Context: an optimization exercise on an open-source flow, tuned for small area, a short achievable clock period and few clock cycles. The choices shown serve that exercise and are no tape-out recipe.

==> module chirp_gen, before the edit <==
module chirp_gen #(
  parameter int PRECISION = 32,
  parameter int SYM_W     = 12
) (
  input  logic                       clk,
  input  logic                       rst,
  input  logic                       sym_valid,
  output logic                       sym_ready,
  input  logic [SYM_W-1:0]           sym_value,
  input  logic [CHIRP_TYPE_SIZE-1:0] chirp_type,
  input  logic [3:0]                 sf,
  input  logic [PRECISION-1:0]       bw_sr,
  input  logic [PRECISION-1:0]       phase_inc,
  input  logic [PRECISION-1:0]       symbol_size,
  output logic                       out_valid,
  input  logic                       out_ready,
  output logic [PRECISION-1:0]       phase_out,
  output logic [PRECISION-1:0]       freq_out,
  output logic                       sym_done
);
  localparam int P  = PRECISION;
  localparam int MB = P - SYM_W;    
  logic          st_mul;    
  logic          st_sub;    
  logic          st_run;    
  logic          up_r;      
  logic          cin_r;     
  logic [P-1:0]  w_r;       
  logic [P-1:0]  d_r;       
  logic [P-1:0]  cnt_r;     
  logic          shifting;
  logic          m_last;
  logic          cnt_one;
  logic          size_zero;
  logic          req_up;
  logic          beat;
  logic          start;
  logic          mult;
  logic          accept;
  logic [P-1:0]  next_freq;
  logic [P-1:0]  cnt_dec;
  logic [P-1:0]  phase_sum;
  chirp_add #(.W(P)) u_phase (.a(phase_out), .b(freq_out), .ci(1'b0), .s(phase_sum));
  chirp_add #(.W(P)) u_cnt   (.a(cnt_r), .b('1), .ci(1'b0), .s(cnt_dec));
  always_comb begin
    shifting  = (cnt_r[3:0] != 4'd0);
    m_last    = (cnt_r[P-1:MB+1] == '0);
    cnt_one   = (cnt_r == P'(1));
    size_zero = (symbol_size == '0);
    req_up    = (chirp_type == TYPE_UP);
    out_valid = st_run;
    beat      = st_run && out_ready;
    start     = sym_valid && ((!st_mul && !st_sub && !st_run) || (beat && cnt_one));
    mult      = st_mul && !shifting;
    sym_ready = st_sub || (mult && m_last);
    accept    = sym_ready && sym_valid;
  end
  chirp_freq_step #(
    .PRECISION (P)
  ) u_freq_step (
    .freq       (freq_out),
    .d          (d_r),
    .w          (w_r),
    .cin        (cin_r),
    .k          (cin_r || up_r),
    .up         (up_r),
    .use_test   (st_run),
    .force_fold (st_mul && cnt_r[MB]),
    .next_freq  (next_freq)
  );
  always_ff @(posedge clk or posedge rst) begin
    if (rst) begin
      st_mul    <= 1'b0;
      st_sub    <= 1'b0;
      st_run    <= 1'b0;
      up_r      <= 1'b0;
      cin_r     <= 1'b0;
      sym_done  <= 1'b0;
      phase_out <= '0;
    end else begin
      sym_done <= 1'b0;
      if (beat) begin
        phase_out <= phase_sum;
        if (cnt_one) begin
          sym_done  <= 1'b1;
          st_run    <= 1'b0;
        end
      end
      if (start) begin
        up_r      <= 1'b0;
        cin_r     <= 1'b1;
        st_mul    <= req_up;
        st_sub    <= !req_up;
      end
      if (mult) begin
        cin_r     <= 1'b0;
        if (m_last) st_mul <= 1'b0;
      end
      if (accept) begin
        up_r      <= req_up;
        cin_r     <= !req_up;
        st_mul    <= 1'b0;
        st_sub    <= 1'b0;
        if (size_zero) begin
          sym_done  <= 1'b1;
        end else begin
          st_run    <= 1'b1;
        end
      end
    end
  end
  logic          s_start, s_beat, s_shift, s_mult, s_acc, s_acc_up;
  logic [P-1:0]  half_in;
  logic [P-1:0]  freq_d, d_d, w_d, cnt_d;
  always_comb begin
    s_start  = start;
    s_beat   = beat && !start;
    s_shift  = st_mul && shifting;
    s_mult   = mult && !accept;
    s_acc    = accept;
    s_acc_up = accept && req_up;
    half_in  = {1'b0, bw_sr[P-1:1]};
    freq_d = ({P{s_start}} & (half_in ^ {P{req_up}}))
           | ({P{s_beat || mult || s_acc}} & next_freq)
           | ({P{!(s_start || s_beat || mult || s_acc)}} & freq_out);
    d_d    = ({P{s_start && !req_up}} & ~phase_inc)
           | ({P{s_acc_up}} & phase_inc)
           | ({P{!(s_start || s_acc_up)}} & d_r);
    w_d    = ({P{s_start || s_acc_up}} & (bw_sr ^ {P{s_acc_up}}))
           | ({P{s_shift}} & {1'b0, w_r[P-1:1]})
           | ({P{s_mult}} & {w_r[P-2:0], 1'b0})
           | ({P{!(s_start || s_acc_up || s_shift || s_mult)}} & w_r);
    cnt_d  = ({P{s_start}} & {sym_value, {(MB-4){1'b0}}, sf})
           | ({P{s_beat}} & cnt_dec)
           | ({P{s_shift}} & {cnt_r[P-1:4], cnt_dec[3:0]})
           | ({P{s_mult}} & {1'b0, cnt_r[P-1:MB+1], cnt_r[MB-1:0]})
           | ({P{s_acc}} & symbol_size)
           | ({P{!(s_start || s_beat || s_shift || s_mult || s_acc)}} & cnt_r);
  end
  always_ff @(posedge clk) begin
    freq_out <= freq_d;
    d_r      <= d_d;
    w_r      <= w_d;
    cnt_r    <= cnt_d;
  end
endmodule
==> flow/config.mk <==
export PLATFORM = sky130hd
export DESIGN_NAME = chirp_gen
export DESIGN_NICKNAME = chirp_gen
export VERILOG_FILES = /design/flow/design.v
export SDC_FILE = /design/flow/constraint.sdc
export NUM_CORES = 4
export LEC_CHECK = 0
export CAP_MARGIN = 20
export CORE_MARGIN = 2
export CORE_UTILIZATION = 45
export CTS_BUF_LIST = sky130_fd_sc_hd__clkbuf_4 sky130_fd_sc_hd__clkbuf_8 sky130_fd_sc_hd__clkbuf_16
export SETUP_SLACK_MARGIN = 5
export SLEW_MARGIN = 20
==> flow/constraint.sdc <==
create_clock -name core_clock -period 9.0 [get_ports {clk}]
set_input_delay 1.8000 -clock core_clock [delete_from_list [all_inputs] [get_ports {clk}]]
set_output_delay 1.8000 -clock core_clock [all_outputs]
set_load 0.01 [all_outputs]
standard.sh (not shown) runs the stock make flow with config.mk's settings and CLKGATE_MAP_FILE= SYNTH_SCRIPT=/design/flow/synth_recipe.tcl, a recipe that flattens the netlist after the stock synthesis.
==> flow/flow/run.sh <==
#!/bin/bash
# Standard layout, with plain buf_1 cells as the port buffers.
export BUFFER_PORTS_ARGS="-buffer_cell sky130_fd_sc_hd__buf_1"
bash standard.sh > standard.log 2>&1
Rerun with:
--- a/flow/design.v
+++ b/flow/design.v
@@ -120,12 +120,10 @@
     cnt_one   = (cnt_r == P'(1));
     size_zero = (symbol_size == '0);
     req_up    = (chirp_type == TYPE_UP);
-    out_valid = st_run;
     beat      = st_run && out_ready;
     start     = sym_valid && ((!st_mul && !st_sub && !st_run) || (beat && cnt_one));
     mult      = st_mul && !shifting;
-    sym_ready = st_sub || (mult && m_last);
-    accept    = sym_ready && sym_valid;
+    accept    = st_sub && sym_valid;
   end
   chirp_freq_step #(
     .PRECISION (P)
@@ -147,6 +145,8 @@
       st_run    <= 1'b0;
       up_r      <= 1'b0;
       cin_r     <= 1'b0;
+      sym_ready <= 1'b0;
+      out_valid <= 1'b0;
       sym_done  <= 1'b0;
       phase_out <= '0;
     end else begin
@@ -154,28 +154,33 @@
       if (beat) begin
         phase_out <= phase_sum;
         if (cnt_one) begin
+          out_valid <= 1'b0;
           sym_done  <= 1'b1;
           st_run    <= 1'b0;
         end
       end
       if (start) begin
         up_r      <= 1'b0;
-        cin_r     <= 1'b1;
+        cin_r     <= !req_up;
+        sym_ready <= !req_up;
         st_mul    <= req_up;
         st_sub    <= !req_up;
       end
-      if (mult) begin
-        cin_r     <= 1'b0;
-        if (m_last) st_mul <= 1'b0;
+      if (mult && m_last) begin
+        cin_r     <= 1'b1;
+        sym_ready <= 1'b1;
+        st_mul    <= 1'b0;
+        st_sub    <= 1'b1;
       end
       if (accept) begin
         up_r      <= req_up;
         cin_r     <= !req_up;
-        st_mul    <= 1'b0;
+        sym_ready <= 1'b0;
         st_sub    <= 1'b0;
         if (size_zero) begin
           sym_done  <= 1'b1;
         end else begin
+          out_valid <= 1'b1;
           st_run    <= 1'b1;
         end
       end
@@ -188,16 +193,17 @@
     s_start  = start;
     s_beat   = beat && !start;
     s_shift  = st_mul && shifting;
-    s_mult   = mult && !accept;
+    s_mult   = mult;
     s_acc    = accept;
     s_acc_up = accept && req_up;
     half_in  = {1'b0, bw_sr[P-1:1]};
-    freq_d = ({P{s_start}} & (half_in ^ {P{req_up}}))
-           | ({P{s_beat || mult || s_acc}} & next_freq)
-           | ({P{!(s_start || s_beat || mult || s_acc)}} & freq_out);
+    freq_d = ({P{s_start && !req_up}} & half_in)
+           | ({P{s_beat || s_mult || s_acc}} & next_freq)
+           | ({P{!(s_start || s_beat || s_mult || s_acc)}} & freq_out);
     d_d    = ({P{s_start && !req_up}} & ~phase_inc)
+           | ({P{s_mult && m_last}} & ~half_in)
            | ({P{s_acc_up}} & phase_inc)
-           | ({P{!(s_start || s_acc_up)}} & d_r);
+           | ({P{!(s_start || (s_mult && m_last) || s_acc_up)}} & d_r);
     w_d    = ({P{s_start || s_acc_up}} & (bw_sr ^ {P{s_acc_up}}))
            | ({P{s_shift}} & {1'b0, w_r[P-1:1]})
            | ({P{s_mult}} & {w_r[P-2:0], 1'b0})
Result: The changed run finished clean; fmax rose by a few percent; global-route usage rose by 1.1 points; area after synthesis rose slightly; cell area rose slightly; setup slack is better by 84 ps; critical path depth rose by 2; non-clock buffer count fell by 6; clock-buffer cell count rose by 5; register-to-register slack is better by 40 ps; final cell count rose by a few percent; core utilization fell by 0.64 points; via count rose by a few percent.
No functional check of the RTL was part of any run of this note.

==> static timing again, ports no longer ideal <==
No port has a modelled driver above. Below, the same layouts with a new extraction and two added sets of constraints. Step 1 (the two cells are an assumption about what drives the block):
set clk [get_ports {clk}]
set_driving_cell -lib_cell sky130_fd_sc_hd__clkbuf_16 $clk
set_driving_cell -lib_cell sky130_fd_sc_hd__buf_2 [delete_from_list [all_inputs] $clk]
Step 2 also shifts input and output timing later by t, the mid clock arrival at the registers, as if the neighbouring blocks saw the same clock. Three values: ideal, step 1, step 2; two values: the first two.
run | shift t [ns] | slack for setup (ns) | worst setup path at the end | cell pins on the clock port's net
the first run | 0.507 | 5.050 / 5.074 / 4.567 | input to register | 1
the second run | 0.501 | 5.134 / 5.134 / 4.667 | input to register | 1
After both steps every run listed still meets setup and hold. For the first run, which loses most, drivers alone change the setup slack by +0.024 ns; drivers and shift together by -0.483 ns.
